Background: an optimization exercise with open tools, aiming at small area. Do not read the settings as production practice. Only simulation tests tie the RTL to the original design; equivalence was not proved. The clock port is modelled as an ideal driver; clocking choices that lean on that would not hold on a real chip. No activity file was given, so power comes from the tool's default toggle rates.

<file path="flow/config.mk">
export PLATFORM = sky130hd
export DESIGN_NAME = ppm_image_stream_decoder_unit
export DESIGN_NICKNAME = ppm_image_stream_decoder_unit
export VERILOG_FILES = /design/flow/design.v
export SDC_FILE = /design/flow/constraint.sdc
export NUM_CORES = 4
export LEC_CHECK = 0
export CAP_MARGIN = 20
export CORE_MARGIN = 2
export CORE_UTILIZATION = 65
export SLEW_MARGIN = 20
</file>
<file path="flow/constraint.sdc">
create_clock -name core_clock -period 8.0 [get_ports {clk}]
set_input_delay 1.6000 -clock core_clock [delete_from_list [all_inputs] [get_ports {clk}]]
set_output_delay 1.6000 -clock core_clock [all_outputs]
set_load 0.01 [all_outputs]
</file>
<file path="flow/design.v">
`default_nettype none
package ppmdec_pkg;
  typedef struct packed {
    logic [7:0] data_byte;
    logic       start_of_file;
    logic       end_of_file;
  } ppmdec_in_t;
  typedef struct packed {
    logic [1:0]  result_kind;
    logic [7:0]  red;
    logic [7:0]  green;
    logic [7:0]  blue;
    logic [15:0] pixel_x;
    logic [15:0] pixel_y;
    logic [15:0] image_width;
    logic [15:0] image_height;
    logic [7:0]  max_value;
    logic [2:0]  error_code;
    logic        last_of_run;
  } ppmdec_out_t;
  typedef enum logic [2:0] {
    PH_MAGIC  = 3'd0,
    PH_WIDTH  = 3'd1,
    PH_HEIGHT = 3'd2,
    PH_MAXVAL = 3'd3,
    PH_PIXELS = 3'd4,
    PH_DONE   = 3'd5
  } phase_t;
  typedef enum logic [2:0] {
    ST_IDLE  = 3'd0,
    ST_BYTE  = 3'd1,
    ST_DIV   = 3'd2,
    ST_EOF   = 3'd3,
    ST_EOFD  = 3'd4,
    ST_EMIT  = 3'd5
  } seq_t;
  localparam logic [1:0] KIND_HDR_ASCII = 2'd0;
  localparam logic [1:0] KIND_HDR_BIN   = 2'd1;
  localparam logic [1:0] KIND_PIXEL     = 2'd2;
  localparam logic [1:0] KIND_ERROR     = 2'd3;
  localparam logic [2:0] ERR_MAGIC      = 3'd0;
  localparam logic [2:0] ERR_INTEGER    = 3'd1;
  localparam logic [2:0] ERR_SIZE       = 3'd2;
  localparam logic [2:0] ERR_MAXVAL     = 3'd3;
  localparam logic [2:0] ERR_RANGE      = 3'd4;
  localparam logic [2:0] ERR_INCOMPLETE = 3'd5;
  localparam logic [16:0] TOKEN_SAT = 17'h1FFFF;
  localparam logic [15:0] MAGIC_P3  = 16'h5033;
  localparam logic [15:0] MAGIC_P6  = 16'h5036;
endpackage
`default_nettype wire
`default_nettype none
module ppm_image_stream_decoder_unit
(
  input  wire logic        clk,
  input  wire logic        rst,
  input  wire logic        byte_valid,
  output logic             byte_stall,
  input  wire logic [9:0]  byte_data,
  output logic             result_valid,
  input  wire logic        result_stall,
  output logic [101:0]     result_data
);
  localparam logic [3:0] S_IDLE  = 4'd0;
  localparam logic [3:0] S_BYTE  = 4'd1;
  localparam logic [3:0] S_EOFS  = 4'd2;
  localparam logic [3:0] S_ACC   = 4'd3;
  localparam logic [3:0] S_CHK   = 4'd4;
  localparam logic [3:0] S_EMIT  = 4'd5;
  localparam logic [3:0] S_MUL   = 4'd8;
  localparam logic [3:0] S_XFER  = 4'd9;
  localparam logic [3:0] S_DIV   = 4'd10;
  localparam logic [3:0] S_ZPRE  = 4'd11;
  localparam logic [3:0] S_ADV   = 4'd12;
  localparam logic [3:0] S_ZPOST = 4'd13;
  localparam logic [2:0] PH_MAGIC  = 3'd0;
  localparam logic [2:0] PH_WIDTH  = 3'd1;
  localparam logic [2:0] PH_HEIGHT = 3'd2;
  localparam logic [2:0] PH_MAXVAL = 3'd3;
  localparam logic [2:0] PH_PIXELS = 3'd4;
  localparam logic [2:0] PH_STOP   = 3'd5;
  localparam logic [3:0] R_NONE = 4'b0000;
  localparam logic [3:0] R_HDR  = 4'b0001;
  localparam logic [3:0] R_PIX  = 4'b0010;
  localparam logic [2:0] ERR_MAGIC      = 3'd0;
  localparam logic [2:0] ERR_INTEGER    = 3'd1;
  localparam logic [2:0] ERR_SIZE       = 3'd2;
  localparam logic [2:0] ERR_MAXVAL     = 3'd3;
  localparam logic [2:0] ERR_RANGE      = 3'd4;
  localparam logic [2:0] ERR_INCOMPLETE = 3'd5;
  logic [3:0]  st;
  logic [3:0]  cnt;
  logic        ev;            
  logic [2:0]  phase;
  logic        bin_fmt, in_comment, cr_seen;
  logic        tok_started, tok_neg, tok_invalid, tok_digits, tok_ovf;
  logic [15:0] tok_val;
  logic [4:0]  aux;
  wire  [2:0]  mul_dl = aux[2:0];
  wire  [1:0]  mul_cy = aux[4:3];
  wire         col_cy = !aux[0];
  wire         row_cy = !aux[1];
  wire         col_eq = aux[2];
  wire         row_eq = aux[3];
  logic        size_zero;
  logic [15:0] width_n, height_n, column, row;
  logic [7:0]  maxv_n;
  wire  [7:0]  maxv = ~maxv_n;
  logic [1:0]  comp;
  logic        range_fault;   
  logic [23:0] rgb;
  logic [3:0]  rcode;
  wire [7:0] c   = byte_data[9:2];
  wire       sof = byte_data[1];
  wire       eof = byte_data[0];
  wire c_ws    = (c == 8'h20) || (c >= 8'h09 && c <= 8'h0D);
  wire c_lf    = (c == 8'h0A);
  wire c_cr    = (c == 8'h0D);
  wire c_hash  = (c == 8'h23);
  wire c_dig   = (c >= 8'h30 && c <= 8'h39);
  wire c_sign  = (c == 8'h2B) || (c == 8'h2D);
  wire c_minus = (c == 8'h2D);
  wire c_P     = (c == 8'h50);
  wire c_3or6  = (c == 8'h33) || (c == 8'h36);
  wire c_6     = (c == 8'h36);
  wire evs     = (st == S_EOFS);
  wire stopped = (phase == PH_STOP);
  wire tokz    = (phase != PH_PIXELS) || !bin_fmt;
  wire last    = (cnt == 4'd15);
  wire t_hi   = |tok_val[15:8] || tok_ovf;    
  wire t_lo0  = (tok_val[7:0] == 8'd0);
  wire t_zero = t_lo0 && !t_hi;
  wire t_good = tok_digits && !tok_invalid;
  wire t_bad  = tok_neg || tok_ovf;           
  wire       mul_v   = tok_val[0] && tok_started;    
  wire       mul_d   = c_dig && (cnt[3:2] == 2'b00) && c[cnt[1:0]];
  wire [2:0] mul_sum = {2'b0, mul_dl[0]} + {2'b0, mul_dl[2]} + {2'b0, mul_d} + {1'b0, mul_cy};
  wire       mul_ovf = |mul_sum[2:1] || mul_v || mul_dl[0] || mul_dl[1];
  wire [7:0]  v       = tok_val[7:0];
  wire [7:0]  div_rem = tok_val[15:8];
  function automatic logic [8:0] sub8(input logic [7:0] a, input logic [7:0] b);
    logic br;
    logic [7:0] d;
    br = 1'b0;
    for (int i = 0; i < 8; i++) begin
      d[i] = a[i] ^ b[i] ^ br;
      br = (!a[i] && b[i]) || (!(a[i] ^ b[i]) && br);
    end
    sub8 = {br, d};
  endfunction
  function automatic logic [7:0] dec8(input logic [7:0] a, input logic b);
    logic z;
    logic [7:0] d;
    z = 1'b1;
    for (int i = 0; i < 8; i++) begin
      d[i] = a[i] ^ (b && z);
      z = z && !a[i];
    end
    dec8 = d;
  endfunction
  wire [8:0]  lo_d = sub8({1'b0, maxv[7:1]}, v);
  wire [7:0]  hi_d = dec8(v, lo_d[8]);
  wire [15:0] num  = {hi_d, lo_d[7:0]};
  wire        nbit = num[~cnt];
  wire [8:0]  tlo   = sub8({div_rem[6:0], nbit}, maxv);
  wire        qbit  = div_rem[7] || !tlo[8];
  wire [7:0]  trial = tlo[7:0];
  wire col_ib  = column[0] ^ col_cy;
  wire row_ib  = row[0] ^ row_cy;
  wire wrap    = col_eq;
  wire lastpix = col_eq && row_eq;
  wire inc_need = ev && !stopped && !(rcode == R_PIX && lastpix);
  assign byte_stall   = (st != S_ACC);
  assign result_valid = (st == S_EMIT);
  wire is_hdr = !rcode[3] && !rcode[1];
  wire is_pix = !rcode[3] && rcode[1];
  wire is_err = rcode[3];
  assign result_data = {
    rcode[3] || rcode[1], rcode[3] || (rcode[0] && bin_fmt),
    rgb[23:16] & {8{is_pix}}, rgb[15:0],
    column, row,
    ~(width_n | {16{!is_hdr}}), ~(height_n | {16{!is_hdr}}), ~(maxv_n | {8{!is_hdr}}),
    rcode[2:0] & {3{is_err}},
    !inc_need
  };
  logic fin, tokchar, samp;
  logic [3:0] after_step;
  always_comb begin
    after_step = (!ev && !evs && eof) ? S_EOFS : S_ACC;
  end
  always_ff @(posedge clk) begin
    cnt <= st[3] ? cnt + 4'd1 : 4'd0;
    if (rst) begin
      st <= S_IDLE;
      phase <= PH_MAGIC;
      in_comment <= 1'b0;
      tok_started <= 1'b0;
    end else begin
      unique case (st)
        S_IDLE: begin
          ev <= 1'b0;
          rcode <= R_NONE;
          if (byte_valid) begin
            st <= S_BYTE;
            if (sof) begin
              phase <= PH_MAGIC; in_comment <= 1'b0; tok_started <= 1'b0;
            end
          end
        end
        S_BYTE, S_EOFS: begin
          fin = 1'b0; tokchar = 1'b0; samp = 1'b0;
          st <= after_step;
          if (evs) ev <= 1'b1;
          if (!stopped) begin
            if (tokz) begin
              if (in_comment) begin
                if (!evs && c_lf) in_comment <= 1'b0;
              end else if (evs || c_ws) begin
                fin = tok_started;
              end else if (c_hash) begin
                fin = tok_started;
                in_comment <= 1'b1;
              end else begin
                tokchar = 1'b1;
              end
            end else if (!evs) begin
              if (in_comment) begin
                if (c_lf) in_comment <= 1'b0;
              end else if (cr_seen) begin
                cr_seen <= 1'b0;
                samp = !c_lf;
              end else begin
                samp = 1'b1;
              end
            end
          end
          if (tokchar) begin
            st <= S_MUL;
            aux[3:2] <= 2'b00;
            if (!tok_started) begin
              tok_neg <= c_minus;
              tok_digits <= c_dig && (phase != PH_MAGIC);
              tok_invalid <= (phase == PH_MAGIC) ? !c_P : !(c_dig || c_sign);
            end else if (phase == PH_MAGIC) begin
              tok_digits <= 1'b1;
              tok_invalid <= tok_invalid || tok_digits || !c_3or6;
              if (!tok_digits) bin_fmt <= c_6;
            end else begin
              tok_digits <= tok_digits || c_dig;
              tok_invalid <= tok_invalid || !c_dig;
            end
          end
          if (fin) begin
            tok_started <= 1'b0;
            unique case (phase)
              PH_MAGIC: begin
                if (t_good) phase <= PH_WIDTH;
                else begin
                  rcode <= {1'b1, ERR_MAGIC}; phase <= PH_STOP; st <= S_ZPRE;
                end
              end
              PH_WIDTH, PH_HEIGHT: begin
                if (!t_good) begin
                  rcode <= {1'b1, ERR_INTEGER}; phase <= PH_STOP; st <= S_ZPRE;
                end else begin
                  st <= S_XFER;
                  size_zero <= (size_zero && phase == PH_HEIGHT) || t_bad || t_zero;
                  phase <= (phase == PH_WIDTH) ? PH_HEIGHT : PH_MAXVAL;
                end
              end
              PH_MAXVAL: begin
                st <= S_ZPRE;
                if (!t_good) begin
                  rcode <= {1'b1, ERR_INTEGER}; phase <= PH_STOP;
                end else if (size_zero) begin
                  rcode <= {1'b1, ERR_SIZE}; phase <= PH_STOP;
                end else if (tok_neg || t_zero || t_hi) begin
                  rcode <= {1'b1, ERR_MAXVAL}; phase <= PH_STOP;
                end else begin
                  rcode <= R_HDR;
                  maxv_n <= ~tok_val[7:0];
                  comp <= 2'd0;
                  cr_seen <= !evs && c_cr && bin_fmt;
                  phase <= PH_PIXELS;
                end
              end
              default: begin
                if (!t_good) begin
                  rcode <= {1'b1, ERR_INTEGER}; phase <= PH_STOP; st <= S_ZPRE;
                end else begin
                  samp = 1'b1;
                end
              end
            endcase
          end
          if (samp) begin
            st <= S_DIV;
            if (bin_fmt) tok_val <= {8'd0, c};
            range_fault <= (range_fault && comp != 2'd0) || (!bin_fmt && ((tok_neg && !t_lo0) || t_hi));
          end
        end
        S_MUL: begin
          if (last) begin
            st <= after_step;
            tok_started <= 1'b1;
            tok_ovf <= (tok_ovf && tok_started) || mul_ovf;
          end
        end
        S_XFER: begin
          if (last) begin
            st <= after_step;
          end
        end
        S_DIV: begin
          tok_val[15:8] <= qbit ? trial[7:0] : {div_rem[6:0], nbit};
          if (!cnt[3] && qbit) range_fault <= 1'b1;
          if (last) begin
            st <= after_step;
            if (comp == 2'd2) begin
              comp <= 2'd0;
              if (range_fault) begin
                rcode <= {1'b1, ERR_RANGE}; phase <= PH_STOP; st <= S_ZPRE;
              end else begin
                rcode <= R_PIX;
              end
            end else begin
              comp <= comp + 2'd1;
            end
          end
        end
        S_ZPRE: begin
          if (last) begin
            st <= after_step;
          end
        end
        S_ACC: begin
          st <= (rcode != R_NONE) ? S_EMIT : S_CHK;
        end
        S_CHK: begin
          if (ev && !stopped) begin
            rcode <= {1'b1, ERR_INCOMPLETE}; phase <= PH_STOP;
            st <= S_ZPOST;
          end else begin
            st <= S_IDLE;
          end
        end
        S_ZPOST: begin
          if (last) st <= S_EMIT;
        end
        S_EMIT: begin
          if (!result_stall) begin
            if (rcode == R_PIX) st <= S_ADV;
            else begin
              rcode <= R_NONE;
              st <= S_CHK;
            end
          end
        end
        S_ADV: begin
          if (last) begin
            if (lastpix) phase <= PH_STOP;
            rcode <= R_NONE;
            st <= S_CHK;
          end
        end
        default: st <= S_IDLE;
      endcase
    end
    if (st == S_MUL || st == S_XFER) begin
      tok_val <= {mul_sum[0], tok_val[15:1]};
    end
    if ((st == S_XFER && phase == PH_HEIGHT) || st == S_DIV)
      width_n <= {(st == S_DIV) ? width_n[0] : !(tok_val[0] && !t_bad), width_n[15:1]};
    if ((st == S_XFER && phase == PH_MAXVAL) || st == S_DIV)
      height_n <= {(st == S_DIV) ? height_n[0] : !(tok_val[0] && !t_bad), height_n[15:1]};
    if (st == S_DIV) begin
      column <= {column[0], column[15:1]};
      row    <= {row[0], row[15:1]};
    end else if (st == S_ADV) begin
      column <= {!wrap && col_ib, column[15:1]};
      row    <= {!lastpix && (wrap ? row_ib : row[0]), row[15:1]};
    end else if (st == S_ZPRE || st == S_ZPOST) begin
      column <= {1'b0, column[15:1]};
      row    <= {1'b0, row[15:1]};
    end
    if (st == S_MUL) begin
      aux <= {mul_sum[2:1], mul_dl[1:0], mul_v};
    end else if (st == S_DIV || st == S_ADV) begin
      aux[0] <= !(col_cy && column[0]);
      aux[1] <= !(row_cy && row[0]);
      aux[4] <= 1'b0;
      if (st == S_DIV) begin
        aux[2] <= (col_eq || cnt == 4'd0) && (col_ib != width_n[0]);
        aux[3] <= (row_eq || cnt == 4'd0) && (row_ib != height_n[0]);
      end
    end else begin
      aux[1:0] <= 2'b00;
      aux[4] <= 1'b0;
    end
    if ((st == S_DIV && cnt[3]) || st == S_ZPRE || st == S_ZPOST)
      rgb <= {rgb[22:0], st == S_DIV && qbit && !range_fault};
  end
endmodule
`default_nettype wire
</file>
<file path="flow/flow/run.sh">
#!/bin/bash
# The standard layout, except: the port buffers use the smallest buffer
# cell, and clock tree synthesis uses clkbuf_8 without dummy loads.
export BUFFER_PORTS_ARGS="-buffer_cell sky130_fd_sc_hd__buf_1"
export CTS_ARGS="-sink_clustering_enable -repair_clock_nets -dont_use_dummy_load -buf_list sky130_fd_sc_hd__clkbuf_8 -sink_clustering_size 30 -sink_clustering_max_diameter 100"
bash standard.sh > standard.log 2>&1
</file>
<file path="flow/standard.sh">
#!/bin/bash
# synth_recipe.tcl (not shown) runs the flow's synth.tcl, then flattens the netlist and writes it again
# the make line also repeats each setting of config.mk as NAME=value (left out here)
make -C /OpenROAD-flow-scripts/flow DESIGN_CONFIG=/design/flow/config.mk WORK_HOME=/design/flow/orfs CLKGATE_MAP_FILE= SYNTH_SCRIPT=/design/flow/synth_recipe.tcl "${@:-finish}"
</file>
==> impl_metrics.py, run 1 <==
metrics = {
    "run_status": {
        "status": "complete, no violations",
    },
    "route": {
        "vias": 5356,
        "drc": 0,
        "ant_nets": 0,
        "wl_per_cell_um": 18.9,
        "via_per_inst": 6.11,
        "firstDrtPassIters": 6,
        "drt_iter0_drc": 559,
        "routed_wirelength_um": 16500,
    },
    "worst_setup_path": {
        "cp_max_fo": 5,
        "cp_num_buf_inv": 5,
        "max_stage_delay_ns": 0.40,
        "start_kind": "register",
        "required_ns": 8.15,
        "endpoint_kind": "register",
        "slowest_stage": "edfxtp_1",
        "crit-reg2reg-launch": "tok_val[0]$_DFFE_PP_",
        "path_delay_family": "adder cells",
        "crit_start": "tok_val[0]$_DFFE_PP_",
        "arrival_ns": 7.80,
        "timing.critical_path.mode_cell": "fa_1",
        "crit_type": "register to register",
    },
    "final_layout": {
        "diodes": 0,
        "stdcell_count": 877,
        "syn_to_final_growth_pct": 9.96,
        "final_nets": 780,
        "drive_gt1_share_pct": 8.28,
        "num-fill-cells": 777,
    },
    "pwr": {
        "power_mw": 2.26,
        "powerDensity_nw_per_um2": 282,
        "leakagePower_nw": 2.77,
        "irDropWorstVdd_mv": 0.215,
    },
    "grt": {
        "antenna_found_initial": 0,
        "grt_pass1_wl_um": 25500,
        "gr-total-overflow": 0,
        "grt_pass1_vias": 5026,
        "grt_max_degree": 43,
        "grt_use_total_pct": 28.5,
    },
    "clock_network": {
        "clockRootBuffer": "clkbuf_8",
        "htree_levels": 4,
        "clk_path_buf_depth": 2,
        "cts_sinks": 145,
        "cts_tree": "yes",
        "clock_latency_ns": 0.46,
        "cts_buffers": 17,
        "clk_pin_slew_ns": 0.08,
    },
    "die": {
        "dieArea_um2": 12100,
        "die_w_um": 110,
        "rows": 38,
        "initial_core_util_pct": 67.0,
        "core_um2": 10900,
        "die_h_um": 110,
        "io_pins": 118,
    },
    "timing": {
        "setup_viol": 0,
        "slew_headroom_pct": 38.4,
        "skew_ns": 0.0279,
        "drv_slew": 0,
        "fmax_mhz": 131,
        "hold_viol_final": 0,
        "worst_slew_pin_slew_ns": 0.923,
        "fin_crit_sh_pct": 95.6,
        "rsz0062_at_grt": "false",
        "period_needed_ns": 7.65,
    },
    "synthesis": {
        "ys_types": 71,
        "async_flop_share_pct": 0,
        "ys_ff_latch": 145,
        "synth_top_area_share_pct": 52.3,
        "synth_edf_count": 127,
        "ys_seq_area_share_pct": 57.2,
        "ys_warn_count": 1,
        "synth_fp_nets": 681,
        "yosys-top-cells-count": "edfxtp_1, nor2_1, inv_1, o21ai_0",
        "yosysTopAreaCell": "edfxtp_1",
        "netlist_top_cells_area": "edfxtp_1, dfxtp_1, fa_1, nor2_1, o21ai_0",
        "synth_area_per_cell_um2": 11.4,
        "syn_area_um2": 7300,
        "synth_flop_cell": "edfxtp_1",
        "synth.most_common_cell": "edfxtp_1",
        "synth_cells": 640,
    },
    "run": {
        "max_cap_viol_count": 0,
    },
    "place": {
        "port_buffers": 117,
        "gp_congestion": 0.921,
        "dp.cells": 857,
        "dp_hpwl_um": 12000,
    },
    "min_path": {
        "hp-start": "width_n[11]$_DFFE_PP_",
        "hold_class": "register to register",
    },
}
## layout make-up
type                            instances  area (µm²)  area share, %
Tap cell                              140         175           2.18
Inverter                               38         143           1.78
Sequential cell                       145        4170           52.0
Multi-Input combinational cell        408        2770           34.5
Timing Repair Buffer                  129         531           6.61
Clock buffer                           17         234           2.92
## sequential cells by signal, indices dropped and copies added (netlist names), 2 cells and up
name / flops
rgb: 24
height_n: 16
row: 16
column: 16
aux: 5
tok_val: 16
comp: 2
phase: 3
rcode: 4
width_n: 16
st: 4
cnt: 4
maxv_n: 8
## path summary, 6_finish.rpt
path / endpoint / slack, ns / cells after the start
max: tok_val[9]$_DFFE_PP_ / 0.35 / 29
min reg2reg: width_n[10]$_DFFE_PP_ / 0.44 / 0
min: width_n[10]$_DFFE_PP_ / 0.44 / 0
max reg2reg: tok_val[9]$_DFFE_PP_ / 0.35 / 29
## per-stage QoR
| step | hold slack (ns) | setup TNS [ns] | instance area (µm²) | utilization, % | worst slack, ns |
|---|---|---|---|---|---|
| finish | 0.438 | 0 | 8020 | 73.7 | 0.352 |
| floorplan | 0.417 | 0 | 7300 | - | 0.150 |
| global route | 0.442 | 0 | 8020 | 73.7 | 0.0256 |
| detailed placement | 0.434 | -0.217 | 7730 | 71.0 | -0.0585 |
| global placement | 0.424 | 0 | 7730 | 71.0 | 0.203 |
| CTS | 0.439 | 0 | 8000 | 73.4 | 0.0145 |
## kinds of logic after synthesis
family / after synthesis / synth area share (%)
AND/OR/NAND/NOR: 237 / 16.7
flip-flops: 145 / 57.2
AO/OA/AOI/OAI: 119 / 10.8
buffers and inverters: 87 / 5.32
adder cells (fa/ha/maj): 27 / 6.17
multiplexers: 17 / 2.81
XOR/XNOR: 8 / 0.960
## report_power, final
part | switching [mW] | leakage (nW) | internal (mW) | total, mW
Clock | 0.232 | 0.122 | 0.187 | 0.419
Combinational | 0.472 | 1.35 | 0.299 | 0.770
Sequential | 0.136 | 1.30 | 0.938 | 1.07
Total | 0.840 | 2.77 | 1.42 | 2.26
## cells in the final DEF, fill, tap and decap left out, types with 5 or more instances in the layout
cell type,netlist,layout
edfxtp_1,127,127
buf_1,0,117
nor2_1,76,76
inv_1,38,38
o21ai_0,36,36
nand2_1,32,32
a21oi_1,26,26
nand3_1,20,20
nor3_1,18,18
and2_1,18,18
dfxtp_1,18,18
clkbuf_8,0,17
nor2b_1,16,14
ha_1,12,11
buf_4,16,10
fa_1,15,9
nand2b_1,8,8
nor4_1,7,7
mux2i_1,7,7
mux2_2,7,7
and3_1,7,7
or3_1,6,6
a31oi_1,6,6
fa_2,0,6
or2_2,5,5
a21o_1,5,5
nand3b_1,5,5
## per-layer routing
layer	vias up	wire length (µm)	GRT usage [%]
met1	2582	7070	37.9
met2	255	7780	44.8
met3	32	1360	7.35
met4	0	323	11.6
li1	2487	-	-
met5	-	0	0
## repair_timing
| action | CTS | global route |
|---|---|---|
| gates resized for setup | 2 | 10 |
| hold buffers | 0 | 0 |
| pin swaps | 0 | 2 |
| setup buffers | 1 | 1 |
| setup endpoints to repair | 7 | 10 |
| gates cloned | 1 | 0 |
==> run 2, diff against run 1 <==
==> flow/flow/run.sh (replaced) <==
#!/bin/bash
# The standard layout with two changes: the port buffers use the smallest
# buffer cell, and synthesis maps the logic with flow/abc_map.script (an
# area-oriented ABC script) instead of ORFS's abc_speed.script. Everything
# else, including the rest of synthesis, is ORFS's own scripts, unchanged.
set -e
export BUFFER_PORTS_ARGS="-buffer_cell sky130_fd_sc_hd__buf_1"
rm -rf scripts_copy
cp -r "$FLOW_HOME/scripts" scripts_copy
cp flow/abc_map.script scripts_copy/abc_speed.script
sed "s|make -C |make SCRIPTS_DIR=$PWD/scripts_copy -C |" standard.sh > standard_abc.sh
bash standard_abc.sh > standard.log 2>&1
==> flow/flow/abc_map.script (new file) <==
&get -n
&st
&dch
&nf -p -R 1000
&st
&syn2
&if -g -K 6
&synch2
&nf -p -R 1000
&st
&dch -f
&nf -p -R 1000
&put
topo
--- a/flow/config.mk
+++ b/flow/config.mk
@@ -9,3 +9,4 @@
 export CORE_MARGIN = 2
 export CORE_UTILIZATION = 65
+export CTS_BUF_LIST = sky130_fd_sc_hd__clkbuf_8
 export SLEW_MARGIN = 20
==> impl_metrics.py, run 2 <==
metrics = {
    "route": {
        "via_per_inst": 6.04,
        "drc": 0,
        "drt_iter0_drc": 616,
        "firstDrtPassIters": 6,
        "vias": 5323,
        "wl_per_cell_um": 18.3,
        "ant_nets": 0,
        "routed_wirelength_um": 16200,
    },
    "worst_setup_path": {
        "crit_type": "register to register",
        "regToRegEndpoint": "tok_val[14]$_DFFE_PP_",
        "r2r_cells": 29,
        "start_kind": "register",
        "max_stage_delay_ns": 0.40,
        "crit-reg2reg-launch": "tok_val[0]$_DFFE_PP_",
        "slowest_stage": "o32ai_2",
        "timing.critical_path.mode_cell": "fa_2",
        "cp_max_fo": 6,
        "required_ns": 8.18,
        "arrival_ns": 7.91,
        "r2r_slack_ns": 0.27,
        "endpoint_kind": "register",
    },
    "final_layout": {
        "top_register": "rgb",
        "multiInputGateArea_um2": 2500,
        "final_common_cell": "edfxtp_1",
        "layout_common_cells": "edfxtp_1, buf_1, nor2_1",
        "ff_latch_area_um2": 4170,
        "final_nets": 773,
        "syn_to_final_growth_pct": 14.6,
        "largest_reg_flops": 24,
        "drive_gt1_share_pct": 7.52,
        "diodes": 0,
        "num-fill-cells": 706,
        "stdcell_count": 881,
    },
    "synthesis": {
        "synth_cells": 599,
        "synth_fp_nets": 640,
        "netlist_top_cells_area": "edfxtp_1, nor2_1, dfxtp_1, fa_1, nand2_1",
        "syn_area_um2": 6870,
        "synth_top_area_share_pct": 55.5,
        "ys_types": 56,
        "ys_ff_latch": 145,
        "synth.most_common_cell": "edfxtp_1",
        "async_flop_share_pct": 0,
        "synth_area_per_cell_um2": 11.5,
        "synth_edf_count": 127,
        "yosys-top-cells-count": "edfxtp_1, nor2_1, nand2_1, clkinv_1, a21oi_1",
        "synth_flop_cell": "edfxtp_1",
        "ys_warn_count": 1,
        "yosysTopAreaCell": "edfxtp_1",
        "ys_seq_area_share_pct": 60.7,
    },
    "clock_network": {
        "cts_buffers": 17,
        "hold_buffers": 0,
        "clock_latency_ns": 0.45,
        "clk_pin_slew_ns": 0.08,
        "cts_tree": "yes",
        "htree_levels": 4,
        "clockRootBuffer": "clkbuf_8",
        "clk_path_buf_depth": 2,
        "cts_sinks": 145,
    },
    "die": {
        "die_h_um": 107,
        "initial_core_util_pct": 66.9,
        "dieArea_um2": 11400,
        "core_um2": 10300,
        "rows": 37,
        "die_w_um": 107,
        "io_pins": 118,
    },
    "min_path": {
        "hold_end": "row[5]$_DFFE_PP_",
        "hold_depth": 0,
        "hold_class": "register to register",
        "hp-start": "row[6]$_DFFE_PP_",
    },
    "timing": {
        "worst_slew_pin_slew_ns": 1.04,
        "fin_crit_sh_pct": 96.6,
        "skew_ns": 0.0131,
        "period_needed_ns": 7.73,
        "holdWs_ns": 0.452,
        "hold_viol_final": 0,
        "fmax_mhz": 129,
        "final.setup.tns_ns": 0,
        "slew_headroom_pct": 30.8,
        "setup_viol": 0,
        "drv_slew": 0,
    },
    "grt": {
        "grt_use_total_pct": 28.8,
        "grt_max_degree": 34,
        "gr-total-overflow": 0,
        "grt_pass1_wl_um": 24900,
        "antenna_found_initial": 0,
        "grt_pass1_vias": 4880,
    },
    "run_status": {
        "status": "complete, no violations",
    },
    "place": {
        "gp_congestion": 0.950,
        "dp_hpwl_um": 11900,
        "dp.cells": 848,
        "port_buffers": 117,
    },
    "pwr": {
        "powerDensity_nw_per_um2": 298,
        "irDropWorstVdd_mv": 0.185,
        "leakagePower_nw": 2.64,
    },
    "run": {
        "max_cap_viol_count": 0,
    },
}
[run 2: worst max-delay path by stage]
stage / startpoint / end / cells after the start
after floorplan: tok_val[0]$_DFFE_PP_ / tok_val[14]$_DFFE_PP_ / 30
after global placement: tok_val[0]$_DFFE_PP_ / tok_val[14]$_DFFE_PP_ / 30
after detailed placement: tok_val[0]$_DFFE_PP_ / tok_val[14]$_DFFE_PP_ / 29
after CTS: tok_val[0]$_DFFE_PP_ / tok_val[14]$_DFFE_PP_ / 29
after global routing: tok_val[0]$_DFFE_PP_ / tok_val[14]$_DFFE_PP_ / 29
final: tok_val[0]$_DFFE_PP_ / tok_val[14]$_DFFE_PP_ / 29
[run 2: repair_timing]
| action | CTS | global route |
|---|---|---|
| gates resized for setup | 1 | 10 |
| buffers inserted | 0 | 1 |
| pin swaps | 0 | 5 |
| setup endpoints to repair | 2 | 10 |
[run 2: cell families (layout without fill, tap and decap cells)]
| group | after synthesis | count (layout) | synth area share (%) |
|---|---|---|---|
| AND/OR/NAND/NOR | 259 | 259 | 17.5 |
| flip-flops | 145 | 145 | 60.7 |
| AO/OA/AOI/OAI | 110 | 110 | 10.1 |
| buffers and inverters | 49 | 195 | 3.55 |
| adder cells (fa/ha/maj) | 27 | 27 | 6.55 |
| XOR/XNOR | 5 | 5 | 0.637 |
| multiplexers | 4 | 4 | 0.965 |
[run 2: routing by layer]
layer	wire length [µm]	track usage, %
met5	0	0
met4	282	9.18
met3	1350	7.11
met2	7540	43.5
met1	6980	41.9
[run 2: cell type report]
class                   instances  share of cell area [%]
repair buffers                130                    6.81
inverters                      33                    1.57
clock buffers                  17                    2.97
multi-input cells             405                    31.7
well taps                     136                    2.16
flip-flops and latches        145                    53.0
clock inverters                15                    1.79
[run 2: worst max-delay path, delay by kind of cell (launching register included)]
| family | cells | cell delay (ns) |
|---|---|---|
| fa+ha+maj | 17 | 5.27 |
| compound gates | 4 | 0.98 |
| flops | 1 | 0.39 |
| buf+inv | 5 | 0.36 |
| simple gates | 2 | 0.32 |
| xor+xnor | 1 | 0.14 |
[run 2: stage by stage]
stage	util [%]	setup slack, ns	area [µm²]	total power, mW
after floorplan	-	0.263	6870	1.51
final	76.6	0.272	7880	2.35
after detailed placement	72.6	-0.0668	7460	1.78
after global routing	76.6	-0.0424	7880	2.47
after CTS	76.3	0.0386	7850	2.33
after global placement	72.6	0.126	7460	1.75
[run 2: power by group]
group,switching [mW],internal (mW),total [mW]
Clock,0.274,0.274,0.548
Combinational,0.484,0.271,0.756
Sequential,0.116,0.928,1.04
Total,0.874,1.47,2.35
==> run 3, diff against run 2 <==
==> flow/flow/run.sh (replaced) <==
#!/bin/bash
# The standard layout (standard.sh) with three changes:
#  - the port buffers use the smallest buffer cell (BUFFER_PORTS_ARGS);
#  - clock tree synthesis uses clkbuf_8 and no dummy loads (CTS_ARGS);
#  - synthesis maps the logic with flow/abc_map.script, an area-oriented ABC
#    script, in place of ORFS's abc_speed.script. All other scripts are
#    ORFS's own, copied unchanged.
# Each tool's output goes to standard.log (and ORFS's own logs under orfs/).
set -e
export BUFFER_PORTS_ARGS="-buffer_cell sky130_fd_sc_hd__buf_1"
export CTS_ARGS="-sink_clustering_enable -repair_clock_nets -dont_use_dummy_load -buf_list sky130_fd_sc_hd__clkbuf_8 -sink_clustering_size 64 -sink_clustering_max_diameter 200"
rm -rf scripts_copy
cp -r "$FLOW_HOME/scripts" scripts_copy
cp flow/abc_map.script scripts_copy/abc_speed.script
sed "s|make -C |make SCRIPTS_DIR=$PWD/scripts_copy -C |" standard.sh > standard_abc.sh
bash standard_abc.sh > standard.log 2>&1
--- a/flow/config.mk
+++ b/flow/config.mk
@@ -9,4 +9,3 @@
 export CORE_MARGIN = 2
 export CORE_UTILIZATION = 65
-export CTS_BUF_LIST = sky130_fd_sc_hd__clkbuf_8
 export SLEW_MARGIN = 20
==> impl_metrics.py, run 3 <==
metrics = {
    "timing": {
        "fin_crit_sh_pct": 96.0,
        "drv_slew": 0,
        "hold_viol_final": 0,
        "slew_headroom_pct": 31.1,
        "period_needed_ns": 7.68,
        "skew_ns": 0.0271,
        "worst_slew_pin_slew_ns": 1.03,
        "setup_viol": 0,
        "worst_slack_ns": 0.324,
        "fmax_mhz": 130,
    },
    "clock_network": {
        "clk_pin_slew_ns": 0.07,
        "htree_levels": 4,
        "cts_tree": "yes",
        "clk_path_buf_depth": 2,
        "clock_latency_ns": 0.45,
        "cts_buffers": 17,
        "cts_sinks": 145,
        "clockRootBuffer": "clkbuf_8",
    },
    "synthesis": {
        "synth_fp_nets": 640,
        "synth.most_common_cell": "edfxtp_1",
        "ys_warn_count": 1,
        "yosys-top-cells-count": "edfxtp_1, nor2_1, nand2_1, clkinv_1, a21oi_1",
        "ys_ff_latch": 145,
        "syn_area_um2": 6870,
        "async_flop_share_pct": 0,
        "ys_types": 56,
        "synth_top_area_share_pct": 55.5,
        "synth_edf_count": 127,
        "synth_area_per_cell_um2": 11.5,
        "synth_cells": 599,
        "netlist_top_cells_area": "edfxtp_1, nor2_1, dfxtp_1, fa_1, nand2_1",
        "yosysTopAreaCell": "edfxtp_1",
        "ys_seq_area_share_pct": 60.7,
        "synth_flop_cell": "edfxtp_1",
    },
    "pwr": {
        "leakagePower_nw": 2.57,
        "irDropWorstVdd_mv": 0.195,
        "power_mw": 2.22,
        "powerDensity_nw_per_um2": 287,
    },
    "route": {
        "drt_iter0_drc": 552,
        "drc": 0,
        "ant_nets": 0,
        "vias": 5318,
        "wl_per_cell_um": 19.3,
        "routed_wirelength_um": 16700,
        "via_per_inst": 6.14,
        "firstDrtPassIters": 7,
    },
    "run": {
        "max_cap_viol_count": 0,
    },
    "worst_setup_path": {
        "crit_type": "register to register",
        "timing.critical_path.mode_cell": "fa_2",
        "required_ns": 8.18,
        "regToRegEndpoint": "tok_val[14]$_DFFE_PP_",
        "slowest_stage": "edfxtp_1",
        "cp_max_fo": 6,
        "r2r_slack_ns": 0.32,
        "max_stage_delay_ns": 0.39,
        "start_kind": "register",
        "arrival_ns": 7.85,
        "endpoint_kind": "register",
        "crit-reg2reg-launch": "tok_val[0]$_DFFE_PP_",
        "r2r_cells": 29,
    },
    "run_status": {
        "status": "complete, no violations",
    },
    "final_layout": {
        "syn_to_final_growth_pct": 12.6,
        "final_area_um2": 7740,
        "stdcell_count": 866,
        "drive_gt1_share_pct": 6.03,
        "top_register": "rgb",
        "diodes": 0,
        "final_nets": 773,
        "num-fill-cells": 718,
        "layout_common_cells": "edfxtp_1, buf_1, nor2_1",
        "largest_reg_flops": 24,
        "final_common_cell": "edfxtp_1",
    },
    "grt": {
        "grt_pass1_wl_um": 25600,
        "gr-total-overflow": 0,
        "grt_use_total_pct": 29.9,
        "antenna_found_initial": 0,
        "grt_max_degree": 34,
        "grt_pass1_vias": 4929,
    },
    "min_path": {
        "hold_end": "rgb[8]$_DFFE_PP_",
        "hold_depth": 0,
        "hp-start": "rgb[7]$_DFFE_PP_",
        "hold_class": "register to register",
    },
    "die": {
        "dieArea_um2": 11400,
        "rows": 37,
        "io_pins": 118,
        "core_um2": 10300,
        "die_h_um": 107,
        "initial_core_util_pct": 66.9,
        "die_w_um": 107,
    },
    "place": {
        "place_area_um2": 7460,
        "port_buffers": 117,
        "gp_congestion": 0.950,
        "preCtsSetupSlack_ns": -0.0668,
        "dp.cells": 848,
        "dp_hpwl_um": 11900,
    },
}
## run 3: layer usage
| metal | share of wire [%] | routed length [µm] | up-vias | global-route usage, % |
|---|---|---|---|---|
| met5 | 0 | 0 | - | 0 |
| met4 | 2.0 | 337 | 0 | 11.5 |
| met3 | 8.5 | 1430 | 31 | 6.57 |
| met2 | 48 | 8010 | 290 | 46.1 |
| met1 | 42 | 6940 | 2557 | 42.2 |
| li1 | - | - | 2440 | - |
## run 3: metrics by stage
| step | hold slack [ns] | utilization [%] | setup TNS (ns) |
|---|---|---|---|
| 6_report | 0.437 | 75.3 | 0 |
| 5_1_grt | 0.436 | 75.3 | -0.0108 |
| 4_1_cts | 0.438 | 75.0 | 0 |
| 3_5_place_dp | 0.434 | 72.6 | -0.0668 |
| 3_3_place_gp | 0.425 | 72.6 | 0 |
| 2_1_floorplan | 0.419 | - | 0 |
## run 3: critical path, delay by kind of cell, from the launching register on
family,cells,cell delay [ns]
adder cells (fa/ha/maj),17,5.26
AO/OA/AOI/OAI,4,0.95
flip-flops,1,0.39
buffers and inverters,5,0.36
XOR/XNOR,1,0.14
AND/OR/NAND/NOR,2,0.32
## run 3: how the worst max path moves through the flow
stage / cells past startpoint / from / end / slack (ns)
final: 29 / tok_val[0]$_DFFE_PP_ / tok_val[14]$_DFFE_PP_ / 0.32
after global routing: 29 / tok_val[0]$_DFFE_PP_ / tok_val[14]$_DFFE_PP_ / -0.01
after CTS: 30 / tok_val[0]$_DFFE_PP_ / tok_val[14]$_DFFE_PP_ / 0.04
after detailed placement: 29 / tok_val[0]$_DFFE_PP_ / tok_val[14]$_DFFE_PP_ / -0.07
after global placement: 30 / tok_val[0]$_DFFE_PP_ / tok_val[14]$_DFFE_PP_ / 0.13
after floorplan: 30 / tok_val[0]$_DFFE_PP_ / tok_val[14]$_DFFE_PP_ / 0.26
## run 3: kinds of logic (layout without fill, tap and decap cells)
logic type | Yosys count | in the layout | share of synthesized area (%)
AOI/OAI and AO/OA | 110 | 110 | 10.1
xor gates and xnor gates | 5 | 5 | 0.637
adders and majority gates | 27 | 27 | 6.55
buffers and inverters | 49 | 180 | 3.55
DFF | 145 | 145 | 60.7
muxes | 4 | 4 | 0.965
and+or+nand+nor | 259 | 259 | 17.5
## run 3: what timing repair did
item                                    CTS  global route
pin swaps                                 0             5
gates resized for setup                   1            10
hold buffers                              0             0
cloned                                    0             0
buffers inserted                          0             1
endpoints found under the setup margin    2            10
## run 3: cell type report
| type | count | area, µm² | area share [%] |
|---|---|---|---|
| Multi-Input combinational cell | 405 | 2500 | 32.3 |
| Tap cell | 136 | 170 | 2.20 |
| Timing Repair Buffer | 130 | 537 | 6.94 |
| Inverter | 33 | 124 | 1.60 |
| Sequential cell | 145 | 4170 | 54.0 |
| Clock buffer | 17 | 234 | 3.02 |
## run 3: report_power, final
part           total [mW]  internal (mW)  switching, mW
Sequential           1.05          0.929          0.119
Clock               0.415          0.187          0.228
Combinational       0.756          0.271          0.486
Total                2.22           1.39          0.832
==> run 4, diff against run 3 <==
==> flow/flow/run.sh (replaced) <==
#!/bin/bash
# The standard layout (standard.sh) with three changes:
#  - the port buffers use the smallest buffer cell (BUFFER_PORTS_ARGS);
#  - the clock tree is built by flow/manual_cts.tcl (sourced by ORFS's cts.tcl
#    as its PRE_CTS_TCL hook): a root buffer and one leaf buffer per region
#    of flip-flops, all flip-flops two buffers from the clock port;
#  - synthesis maps the logic with flow/abc_map.script, an area-oriented ABC
#    script, in place of ORFS's abc_speed.script. All other scripts are
#    ORFS's own, copied unchanged.
# Each tool's output goes to standard.log (and ORFS's own logs under orfs/).
set -e
export BUFFER_PORTS_ARGS="-buffer_cell sky130_fd_sc_hd__buf_1"
export PRE_CTS_TCL="$PWD/flow/manual_cts.tcl"
export MCTS_NX=3 MCTS_NY=3 MCTS_LEAF=sky130_fd_sc_hd__clkbuf_8 MCTS_ROOT=sky130_fd_sc_hd__clkbuf_8
rm -rf scripts_copy
cp -r "$FLOW_HOME/scripts" scripts_copy
cp flow/abc_map.script scripts_copy/abc_speed.script
sed "s|make -C |make SCRIPTS_DIR=$PWD/scripts_copy -C |" standard.sh > standard_abc.sh
bash standard_abc.sh > standard.log 2>&1
==> flow/flow/manual_cts.tcl (new file) <==
# Sourced by ORFS's cts.tcl before clock_tree_synthesis (PRE_CTS_TCL).
# Builds a two-level clock tree by hand: the clock port drives one root
# buffer, which drives one leaf buffer per region of the placed flip-flops
# (the flip-flops are split into MCTS_NX columns by x, each column into
# MCTS_NY groups by y). Every flip-flop is two buffers from the port, so the
# tree is balanced. clock_tree_synthesis is then told to skip these nets.
proc manual_cts { nx ny leafbuf rootbuf } {
  set db [ord::get_db]
  set block [ord::get_db_block]
  set clk [$block findNet clk]
  set leafm [$db findMaster $leafbuf]
  set rootm [$db findMaster $rootbuf]
  set sinks {}
  foreach it [$clk getITerms] {
    set bb [[$it getInst] getBBox]
    lappend sinks [list $it [expr {([$bb xMin] + [$bb xMax]) / 2}] \
                     [expr {([$bb yMin] + [$bb yMax]) / 2}]]
  }
  set n [llength $sinks]
  set byx [lsort -integer -index 1 $sinks]
  set groups {}
  for {set i 0} {$i < $nx} {incr i} {
    set col [lrange $byx [expr {$i * $n / $nx}] [expr {($i + 1) * $n / $nx - 1}]]
    set m [llength $col]
    set byy [lsort -integer -index 2 $col]
    for {set j 0} {$j < $ny} {incr j} {
      lappend groups [lrange $byy [expr {$j * $m / $ny}] [expr {($j + 1) * $m / $ny - 1}]]
    }
  }
  set rootnet [odb::dbNet_create $block clk_root]
  $rootnet setSigType CLOCK
  set root [odb::dbInst_create $block $rootm clkbuf_root]
  [$root findITerm A] connect $clk
  [$root findITerm X] connect $rootnet
  set skip [list clk clk_root]
  set k 0
  set sx 0
  set sy 0
  foreach g $groups {
    set net [odb::dbNet_create $block clk_leaf_$k]
    $net setSigType CLOCK
    lappend skip clk_leaf_$k
    set leaf [odb::dbInst_create $block $leafm clkbuf_leaf_$k]
    [$leaf findITerm A] connect $rootnet
    [$leaf findITerm X] connect $net
    set gx 0
    set gy 0
    foreach s $g {
      set it [lindex $s 0]
      $it disconnect
      $it connect $net
      incr gx [lindex $s 1]
      incr gy [lindex $s 2]
    }
    set gx [expr {$gx / [llength $g]}]
    set gy [expr {$gy / [llength $g]}]
    $leaf setLocation $gx $gy
    $leaf setPlacementStatus PLACED
    incr sx $gx
    incr sy $gy
    incr k
  }
  $root setLocation [expr {$sx / $k}] [expr {$sy / $k}]
  $root setPlacementStatus PLACED
  set_cts_config -skip_nets $skip
  set_propagated_clock [all_clocks]
  puts "manual_cts: $n flip-flops, $k leaf buffers ($leafbuf), root $rootbuf"
}
manual_cts $::env(MCTS_NX) $::env(MCTS_NY) $::env(MCTS_LEAF) $::env(MCTS_ROOT)
==> impl_metrics.py, run 4 <==
metrics = {
    "worst_setup_path": {
        "max_stage_delay_ns": 0.40,
        "timing.critical_path.mode_cell": "fa_2",
        "endpoint_kind": "register",
        "slowest_stage": "edfxtp_1",
        "start_kind": "register",
        "arrival_ns": 7.84,
        "crit_type": "register to register",
        "crit-reg2reg-launch": "tok_val[0]$_DFFE_PP_",
        "r2r_slack_ns": 0.31,
        "cp_max_fo": 6,
        "required_ns": 8.15,
        "crit_start": "tok_val[0]$_DFFE_PP_",
    },
    "final_layout": {
        "final_area_um2": 7640,
        "top_register": "rgb",
        "utilization_pct": 74.4,
        "syn_to_final_growth_pct": 11.2,
        "layout_common_cells": "edfxtp_1, buf_1, nor2_1",
        "diodes": 0,
        "largest_reg_flops": 24,
        "drive_gt1_share_pct": 5.26,
        "num-fill-cells": 755,
        "final_nets": 766,
        "final_common_cell": "edfxtp_1",
    },
    "timing": {
        "drv_slew": 0,
        "worst_slack_ns": 0.310,
        "fin_crit_sh_pct": 96.1,
        "final.setup.tns_ns": 0,
        "slew_headroom_pct": 30.2,
        "period_needed_ns": 7.69,
        "hold_viol_final": 0,
        "worst_slew_pin_slew_ns": 1.05,
        "setup_viol": 0,
        "fmax_mhz": 130,
        "skew_ns": 0.0223,
    },
    "synthesis": {
        "yosysTopAreaCell": "edfxtp_1",
        "synth_cells": 599,
        "ys_warn_count": 1,
        "ys_types": 56,
        "synth_flop_cell": "edfxtp_1",
        "ys_ff_latch": 145,
        "ys_seq_area_share_pct": 60.7,
        "synth_area_per_cell_um2": 11.5,
        "yosys-top-cells-count": "edfxtp_1, nor2_1, nand2_1, clkinv_1, a21oi_1",
        "synth_fp_nets": 640,
        "syn_area_um2": 6870,
        "synth.most_common_cell": "edfxtp_1",
        "synth_edf_count": 127,
        "async_flop_share_pct": 0,
        "synth_top_area_share_pct": 55.5,
        "netlist_top_cells_area": "edfxtp_1, nor2_1, dfxtp_1, fa_1, nand2_1",
    },
    "min_path": {
        "hp-start": "rgb[17]$_DFFE_PP_",
        "hold_class": "register to register",
    },
    "route": {
        "firstDrtPassIters": 8,
        "wl_per_cell_um": 18.6,
        "drt_iter0_drc": 527,
        "ant_nets": 0,
        "via_per_inst": 6.09,
        "routed_wirelength_um": 16000,
        "vias": 5230,
        "drc": 0,
    },
    "grt": {
        "grt_use_total_pct": 27.2,
        "gr-total-overflow": 0,
        "grt_pass1_wl_um": 24600,
        "grt_max_degree": 34,
        "grt_pass1_vias": 4848,
        "antenna_found_initial": 0,
    },
    "pwr": {
        "irDropWorstVdd_mv": 0.178,
        "leakagePower_nw": 2.52,
        "power_mw": 2.12,
        "powerDensity_nw_per_um2": 277,
    },
    "place": {
        "dp_hpwl_um": 11900,
        "gp_congestion": 0.950,
        "preCtsSetupSlack_ns": -0.0668,
        "port_buffers": 117,
        "place_area_um2": 7460,
    },
    "clock_network": {
        "clk_pin_slew_ns": 0.10,
        "clock_latency_ns": 0.41,
    },
    "run": {
        "max_cap_viol_count": 0,
    },
    "die": {
        "io_pins": 118,
        "initial_core_util_pct": 66.9,
        "dieArea_um2": 11400,
        "core_um2": 10300,
        "rows": 37,
        "die_h_um": 107,
        "die_w_um": 107,
    },
    "run_status": {
        "status": "complete, no violations",
    },
}
run 4: cell count changes in the layout (fill, tap and decap cells not counted):
cell | previous run | this run
clkbuf_8 | 17 | 10
nor2_1 | 97 | 96
nor2_2 | 0 | 1
run 4: worst max-delay path, delay by kind of cell, from the launching register on:
family / cells / cell delay, ns
and+or+nand+nor: 2 / 0.32
xor gates and xnor gates: 1 / 0.14
buffers and inverters: 5 / 0.36
DFF: 1 / 0.40
AOI/OAI and AO/OA: 4 / 0.95
adders and majority gates: 17 / 5.23
run 4: repair_timing:
item	in CTS	in global routing
setup endpoints to repair	8	10
pin swaps	0	5
hold endpoints to repair	0	0
gates resized for setup	1	11
hold buffers	0	0
setup buffers	0	1
run 4: worst paths after layout:
| check | endpoint | cells past startpoint |
|---|---|---|
| hold reg to reg | rgb[18]$_DFFE_PP_ | 0 |
| setup / recovery | tok_val[14]$_DFFE_PP_ | 29 |
| setup reg to reg | tok_val[14]$_DFFE_PP_ | 29 |
| hold / removal | rgb[18]$_DFFE_PP_ | 0 |
run 4: stage by stage:
| step | hold slack (ns) | cells |
|---|---|---|
| after floorplan | 0.419 | 599 |
| after global placement | 0.425 | 848 |
| after detailed placement | 0.434 | 848 |
| after CTS | 0.459 | 858 |
| after global routing | 0.468 | 859 |
| final | 0.455 | 859 |
run 4: layout make-up:
cell class | count | area [µm²] | share of cell area (%)
buffer | 10 | 138 | 1.80
inverter | 33 | 124 | 1.62
multi-input combinational | 405 | 2500 | 32.7
sequential | 145 | 4170 | 54.6
tap | 136 | 170 | 2.23
timing repair buffer | 130 | 537 | 7.02
run 4: routing by layer:
metal / share of wire, % / vias to the layer above / track usage (%)
li1: - / 2434 / -
met1: 43 / 2476 / 41.9
met2: 47 / 284 / 43.4
met3: 8.3 / 36 / 2.19
met4: 1.9 / 0 / 5.66
met5: 0 / - / 0
run 4: cells by family (layout without fill, tap and decap cells):
family / count (synthesis) / after routing / synth area share (%)
flops: 145 / 145 / 60.7
buf+inv: 49 / 173 / 3.55
simple gates: 259 / 259 / 17.5
compound gates: 110 / 110 / 10.1
fa+ha+maj: 27 / 27 / 6.55
mux: 4 / 4 / 0.965
xor+xnor: 5 / 5 / 0.637
run 4: report_power, final:
part	switching, mW	internal, mW	total, mW
Clock	0.207	0.113	0.320
Sequential	0.118	0.927	1.05
Combinational	0.482	0.271	0.753
Total	0.807	1.31	2.12
==> run 5, diff against run 4 <==
--- a/flow/flow/run.sh
+++ b/flow/flow/run.sh
@@ -12,5 +12,5 @@
 export BUFFER_PORTS_ARGS="-buffer_cell sky130_fd_sc_hd__buf_1"
 export PRE_CTS_TCL="$PWD/flow/manual_cts.tcl"
-export MCTS_NX=3 MCTS_NY=3 MCTS_LEAF=sky130_fd_sc_hd__clkbuf_8 MCTS_ROOT=sky130_fd_sc_hd__clkbuf_8
+export MCTS_NX=4 MCTS_NY=3 MCTS_LEAF=sky130_fd_sc_hd__clkbuf_8 MCTS_ROOT=sky130_fd_sc_hd__clkbuf_8
 rm -rf scripts_copy
 cp -r "$FLOW_HOME/scripts" scripts_copy
==> impl_metrics.py, run 5 <==
metrics = {
    "final_layout": {
        "stdcell_count": 862,
        "drive_gt1_share_pct": 5.51,
        "top_register": "rgb",
        "num-fill-cells": 741,
        "layout_common_cells": "edfxtp_1, buf_1, nor2_1",
        "final_nets": 769,
        "syn_to_final_growth_pct": 11.8,
        "multiInputGateArea_um2": 2500,
        "largest_reg_flops": 24,
        "final_common_cell": "edfxtp_1",
        "ff_latch_area_um2": 4170,
        "diodes": 0,
    },
    "clock_network": {
        "hold_buffers": 0,
        "clk_pin_slew_ns": 0.08,
        "clock_latency_ns": 0.43,
    },
    "timing": {
        "period_needed_ns": 7.69,
        "slew_headroom_pct": 31.9,
        "skew_ns": 0.0168,
        "fin_crit_sh_pct": 96.2,
        "worst_slack_ns": 0.308,
        "hold_viol_final": 0,
        "worst_slew_pin_slew_ns": 1.02,
        "setup_viol": 0,
        "fmax_mhz": 130,
        "drv_slew": 0,
    },
    "worst_setup_path": {
        "slowest_stage": "edfxtp_1",
        "cp_max_fo": 6,
        "start_kind": "register",
        "crit-reg2reg-launch": "tok_val[0]$_DFFE_PP_",
        "timing.critical_path.mode_cell": "fa_2",
        "required_ns": 8.17,
        "crit_type": "register to register",
        "regToRegEndpoint": "tok_val[14]$_DFFE_PP_",
        "crit_start": "tok_val[0]$_DFFE_PP_",
        "endpoint_kind": "register",
        "max_stage_delay_ns": 0.39,
        "r2r_cells": 29,
        "arrival_ns": 7.86,
        "r2r_slack_ns": 0.31,
    },
    "die": {
        "die_w_um": 107,
        "core_um2": 10300,
        "io_pins": 118,
        "die_h_um": 107,
        "initial_core_util_pct": 66.9,
        "dieArea_um2": 11400,
        "rows": 37,
    },
    "place": {
        "port_buffers": 117,
        "dp_hpwl_um": 11900,
        "preCtsSetupSlack_ns": -0.0668,
        "gp_congestion": 0.950,
        "dp.cells": 848,
    },
    "grt": {
        "gr-total-overflow": 0,
        "grt_pass1_vias": 4857,
        "grt_pass1_wl_um": 24600,
        "antenna_found_initial": 0,
        "grt_use_total_pct": 27.1,
        "grt_max_degree": 34,
    },
    "synthesis": {
        "synth_flop_cell": "edfxtp_1",
        "synth_top_area_share_pct": 55.5,
        "yosys-top-cells-count": "edfxtp_1, nor2_1, nand2_1, clkinv_1, a21oi_1",
        "ys_ff_latch": 145,
        "ys_seq_area_share_pct": 60.7,
        "synth_fp_nets": 640,
        "syn_area_um2": 6870,
        "yosysTopAreaCell": "edfxtp_1",
        "synth.most_common_cell": "edfxtp_1",
        "synth_cells": 599,
        "synth_area_per_cell_um2": 11.5,
        "ys_types": 56,
        "synth_edf_count": 127,
        "netlist_top_cells_area": "edfxtp_1, nor2_1, dfxtp_1, fa_1, nand2_1",
        "async_flop_share_pct": 0,
        "ys_warn_count": 1,
    },
    "min_path": {
        "hold_end": "rgb[18]$_DFFE_PP_",
        "hold_class": "register to register",
        "hp-start": "rgb[17]$_DFFE_PP_",
        "hold_depth": 0,
    },
    "route": {
        "routed_wirelength_um": 15900,
        "vias": 5234,
        "ant_nets": 0,
        "drc": 0,
        "drt_iter0_drc": 516,
        "firstDrtPassIters": 5,
        "via_per_inst": 6.07,
        "wl_per_cell_um": 18.4,
    },
    "pwr": {
        "leakagePower_nw": 2.54,
        "irDropWorstVdd_mv": 0.168,
        "powerDensity_nw_per_um2": 280,
    },
    "run_status": {
        "status": "complete, no violations",
    },
    "run": {
        "max_cap_viol_count": 0,
    },
}
==> run 5: changes by cell type in the layout (fill, tap and decap cells not counted) <==
cell      previous run  this run
nor2_2               1         0
nor2_1              96        97
clkbuf_8            10        13
==> run 5: worst max path at each step <==
stage	end	cells after the start
6_report	tok_val[14]$_DFFE_PP_	29
2_1_floorplan	tok_val[14]$_DFFE_PP_	30
3_5_place_dp	tok_val[14]$_DFFE_PP_	29
4_1_cts	tok_val[14]$_DFFE_PP_	30
5_1_grt	tok_val[14]$_DFFE_PP_	29
3_3_place_gp	tok_val[14]$_DFFE_PP_	30
==> run 5: cell families (layout without fill, tap and decap cells) <==
| kind of cell | Yosys count | in the layout | share of synthesized area, % |
|---|---|---|---|
| mux | 4 | 4 | 0.965 |
| simple gates | 259 | 259 | 17.5 |
| xor+xnor | 5 | 5 | 0.637 |
| fa+ha+maj | 27 | 27 | 6.55 |
| buf+inv | 49 | 176 | 3.55 |
| flops | 145 | 145 | 60.7 |
| compound gates | 110 | 110 | 10.1 |
==> run 5: critical path, delay by kind of cell (launching register included) <==
family,cells,cell delay [ns]
adders and majority gates,17,5.24
buffers and inverters,5,0.36
DFF,1,0.39
and+or+nand+nor,2,0.32
AOI/OAI and AO/OA,4,0.95
xor gates and xnor gates,1,0.14
==> run 5: power by group <==
group | leakage, nW | total (mW) | internal (mW) | switching (mW)
registers | 1.29 | 1.04 | 0.928 | 0.116
clock network | 0.0935 | 0.356 | 0.144 | 0.212
logic | 1.16 | 0.750 | 0.271 | 0.478
==> run 5: through the flow <==
stage | power (mW) | cell area, µm² | TNS [ns] | hold WS [ns] | util [%]
3_5_place_dp | 1.78 | 7460 | -0.0668 | 0.434 | 72.6
6_report | 2.15 | 7680 | 0 | 0.453 | 74.7
2_1_floorplan | 1.51 | 6870 | 0 | 0.419 | -
4_1_cts | 2.14 | 7650 | 0 | 0.452 | 74.4
5_1_grt | 2.28 | 7680 | -0.244 | 0.457 | 74.7
3_3_place_gp | 1.75 | 7460 | 0 | 0.425 | 72.6
==> run 5: cell type report <==
| cell class | instances | area share (%) |
|---|---|---|
| Sequential cell | 145 | 54.3 |
| Multi-Input combinational cell | 405 | 32.5 |
| Timing Repair Buffer | 130 | 6.99 |
| Buffer | 13 | 2.33 |
| Tap cell | 136 | 2.22 |
| Inverter | 33 | 1.61 |
==> run 5: per-layer routing <==
layer | GRT usage, % | routed length (µm) | vias up
li1 | - | - | 2433
met1 | 41.3 | 6870 | 2483
met2 | 43.3 | 7460 | 286
met3 | 2.61 | 1230 | 32
met4 | 5.75 | 323 | 0
met5 | 0 | 0 | -
==> run 5: what timing repair did <==
action,CTS,global route
setup buffers,0,1
gates resized for setup,1,10
setup endpoints to repair,6,10
pin swaps,0,5
==> run 6, diff against run 5 <==
--- a/flow/flow/run.sh
+++ b/flow/flow/run.sh
@@ -12,5 +12,5 @@
 export BUFFER_PORTS_ARGS="-buffer_cell sky130_fd_sc_hd__buf_1"
 export PRE_CTS_TCL="$PWD/flow/manual_cts.tcl"
-export MCTS_NX=4 MCTS_NY=3 MCTS_LEAF=sky130_fd_sc_hd__clkbuf_8 MCTS_ROOT=sky130_fd_sc_hd__clkbuf_8
+export MCTS_NX=5 MCTS_NY=4 MCTS_LEAF=sky130_fd_sc_hd__clkbuf_4 MCTS_ROOT=sky130_fd_sc_hd__clkbuf_8
 rm -rf scripts_copy
 cp -r "$FLOW_HOME/scripts" scripts_copy
==> impl_metrics.py, run 6 <==
metrics = {
    "run_status": {
        "status": "complete, no violations",
    },
    "place": {
        "port_buffers": 117,
        "gp_congestion": 0.950,
        "place_area_um2": 7460,
        "dp.cells": 848,
        "dp_hpwl_um": 11900,
    },
    "worst_setup_path": {
        "timing.critical_path.mode_cell": "fa_2",
        "regToRegEndpoint": "tok_val[14]$_DFFE_PP_",
        "arrival_ns": 7.89,
        "r2r_slack_ns": 0.32,
        "r2r_cells": 29,
        "crit-reg2reg-launch": "tok_val[0]$_DFFE_PP_",
        "crit_type": "register to register",
        "start_kind": "register",
        "required_ns": 8.20,
        "endpoint_kind": "register",
        "max_stage_delay_ns": 0.40,
        "cp_max_fo": 6,
        "slowest_stage": "edfxtp_1",
    },
    "run": {
        "max_cap_viol_count": 0,
    },
    "pwr": {
        "leakagePower_nw": 2.55,
        "irDropWorstVdd_mv": 0.161,
        "power_mw": 2.14,
        "powerDensity_nw_per_um2": 279,
    },
    "timing": {
        "fin_crit_sh_pct": 96.0,
        "fmax_mhz": 130,
        "worst_slew_pin_slew_ns": 1.03,
        "period_needed_ns": 7.68,
        "drv_slew": 0,
        "skew_ns": 0.0196,
        "slew_headroom_pct": 31.1,
        "hold_viol_final": 0,
        "setup_viol": 0,
    },
    "synthesis": {
        "yosys-top-cells-count": "edfxtp_1, nor2_1, nand2_1, clkinv_1, a21oi_1",
        "synth_edf_count": 127,
        "syn_area_um2": 6870,
        "ys_seq_area_share_pct": 60.7,
        "ys_ff_latch": 145,
        "synth_flop_cell": "edfxtp_1",
        "netlist_top_cells_area": "edfxtp_1, nor2_1, dfxtp_1, fa_1, nand2_1",
        "synth_fp_nets": 640,
        "synth_adder_area_share_pct": 6.55,
        "synth_area_per_cell_um2": 11.5,
        "synth.most_common_cell": "edfxtp_1",
        "synthXorXnorAreaFrac_pct": 0.637,
        "synth_top_family_by_area": "simple AND/OR/NAND/NOR gates",
        "yosys.area_share.simple_pct": 17.5,
        "ys_types": 56,
        "synth_compound_area_share_pct": 10.1,
        "async_flop_share_pct": 0,
        "yosysTopAreaCell": "edfxtp_1",
        "synth_top_area_share_pct": 55.5,
        "muxShareOfSynthArea_pct": 0.965,
        "synth_cells": 599,
        "ys_warn_count": 1,
    },
    "final_layout": {
        "utilization_pct": 74.6,
        "diodes": 0,
        "final_nets": 777,
        "stdcell_count": 870,
        "final_area_um2": 7670,
        "num-fill-cells": 754,
        "top_register": "rgb",
        "largest_reg_flops": 24,
        "syn_to_final_growth_pct": 11.5,
        "final_common_cell": "edfxtp_1",
        "layout_common_cells": "edfxtp_1, buf_1, nor2_1",
        "drive_gt1_share_pct": 6.54,
    },
    "route": {
        "routed_wirelength_um": 16000,
        "vias": 5262,
        "drc": 0,
        "wl_met2_um": 7470,
        "ant_nets": 0,
        "drt_iter0_drc": 490,
        "highest_layer": "met4",
        "wl_per_cell_um": 18.4,
        "via_per_inst": 6.05,
        "firstDrtPassIters": 5,
        "wl_met3_um": 1290,
        "m1WireLength_um": 6930,
    },
    "grt": {
        "grt_pass1_wl_um": 24800,
        "gr-total-overflow": 0,
        "antenna_found_initial": 0,
        "grt_use_total_pct": 27.3,
        "grt_max_degree": 34,
        "grt_pass1_vias": 4937,
    },
    "min_path": {
        "hp-start": "rgb[17]$_DFFE_PP_",
        "hold_end": "rgb[18]$_DFFE_PP_",
        "hold_class": "register to register",
        "hold_depth": 0,
    },
    "die": {
        "initial_core_util_pct": 66.9,
        "io_pins": 118,
        "dieArea_um2": 11400,
        "die_w_um": 107,
        "core_um2": 10300,
        "die_h_um": 107,
        "rows": 37,
    },
    "clock_network": {
        "clock_latency_ns": 0.45,
        "clk_pin_slew_ns": 0.09,
        "hold_buffers": 0,
    },
}
==> run 6: where the power goes <==
| part | internal (mW) | leakage, nW | switching (mW) |
|---|---|---|---|
| logic | 0.271 | 1.16 | 0.477 |
| registers | 0.928 | 1.29 | 0.116 |
| clock network | 0.126 | 0.0992 | 0.219 |
| total | 1.33 | 2.55 | 0.812 |
==> run 6: metal layers <==
metal,GRT usage (%),vias to the layer above
li1,-,2450
met1,41.6,2492
met2,43.2,283
met3,2.74,37
met4,6.22,0
met5,0,-
==> run 6: stage by stage <==
stage	TNS, ns	hold WS, ns	worst slack [ns]
finish	0	0.449	0.318
global route	-0.0998	0.465	-0.0433
CTS	0	0.454	0.0302
detailed placement	-0.0668	0.434	-0.0668
global placement	0	0.425	0.126
floorplan	0	0.419	0.263
==> run 6: final cells by class <==
type                            instances  area [µm²]  share of cell area, %
Timing Repair Buffer                  130         537                   7.00
Tap cell                              136         170                   2.22
Multi-Input combinational cell        405        2500                   32.6
Sequential cell                       145        4170                   54.4
Inverter                               33         124                   1.62
Buffer                                 21         164                   2.14
==> run 6: kinds of logic (layout without fill, tap and decap cells) <==
kind of cell / after synthesis / after routing
AO/OA/AOI/OAI: 110 / 110
multiplexers: 4 / 4
XOR/XNOR: 5 / 5
flip-flops: 145 / 145
adder cells (fa/ha/maj): 27 / 27
buffers and inverters: 49 / 184
AND/OR/NAND/NOR: 259 / 259
==> run 6: worst max-delay path: cells and delay by family, from the launching register on <==
family | cells | cell delay [ns]
AO/OA/AOI/OAI | 4 | 0.95
adder cells (fa/ha/maj) | 17 | 5.24
buffers and inverters | 5 | 0.36
XOR/XNOR | 1 | 0.14
AND/OR/NAND/NOR | 2 | 0.33
flip-flops | 1 | 0.40
==> run 6: how the worst max path moves through the flow <==
stage                     slack [ns]                     to                 start
final                           0.32  tok_val[14]$_DFFE_PP_  tok_val[0]$_DFFE_PP_
after global routing           -0.04  tok_val[14]$_DFFE_PP_  tok_val[0]$_DFFE_PP_
after global placement          0.13  tok_val[14]$_DFFE_PP_  tok_val[0]$_DFFE_PP_
after detailed placement       -0.07  tok_val[14]$_DFFE_PP_  tok_val[0]$_DFFE_PP_
after floorplan                 0.26  tok_val[14]$_DFFE_PP_  tok_val[0]$_DFFE_PP_
after CTS                       0.03  tok_val[14]$_DFFE_PP_  tok_val[0]$_DFFE_PP_
==> run 6: what timing repair did <==
action / CTS / global route
endpoints found under the setup margin: 4 / 10
resized for setup: 1 / 10
setup buffers: 0 / 1
pin swaps: 0 / 5

## re-timing with driven ports
The flow's constraints put no driver on any port. The routed layouts listed below were extracted and timed again, unchanged, in two steps. Step 1 sets driving cells, clkbuf_16 on the clock port and buf_2 on the other inputs (assumed; they add their load-dependent delay and slew). Step 2 also shifts input and output timing later by t, the mid clock arrival at the registers, as if the neighbouring blocks saw the same clock. Three values: ideal ports, drivers, drivers and shift; two values: the first two.
| run | t (ns) | setup WS [ns] | cell pins on the clock port's net |
|---|---|---|---|
| run 1 | 0.478 | 0.352 / 0.352 / 0.352 | 1 |
| run 2 | 0.473 | 0.272 / 0.272 / 0.272 | 1 |
| run 3 | 0.474 | 0.324 / 0.324 / 0.324 | 1 |
| run 4 | 0.434 | 0.310 / 0.310 / 0.310 | 1 |
| run 5 | 0.463 | 0.308 / 0.308 / 0.308 | 1 |
| run 6 | 0.478 | 0.318 / 0.318 / 0.318 | 1 |
After both steps every run listed still meets setup and hold.
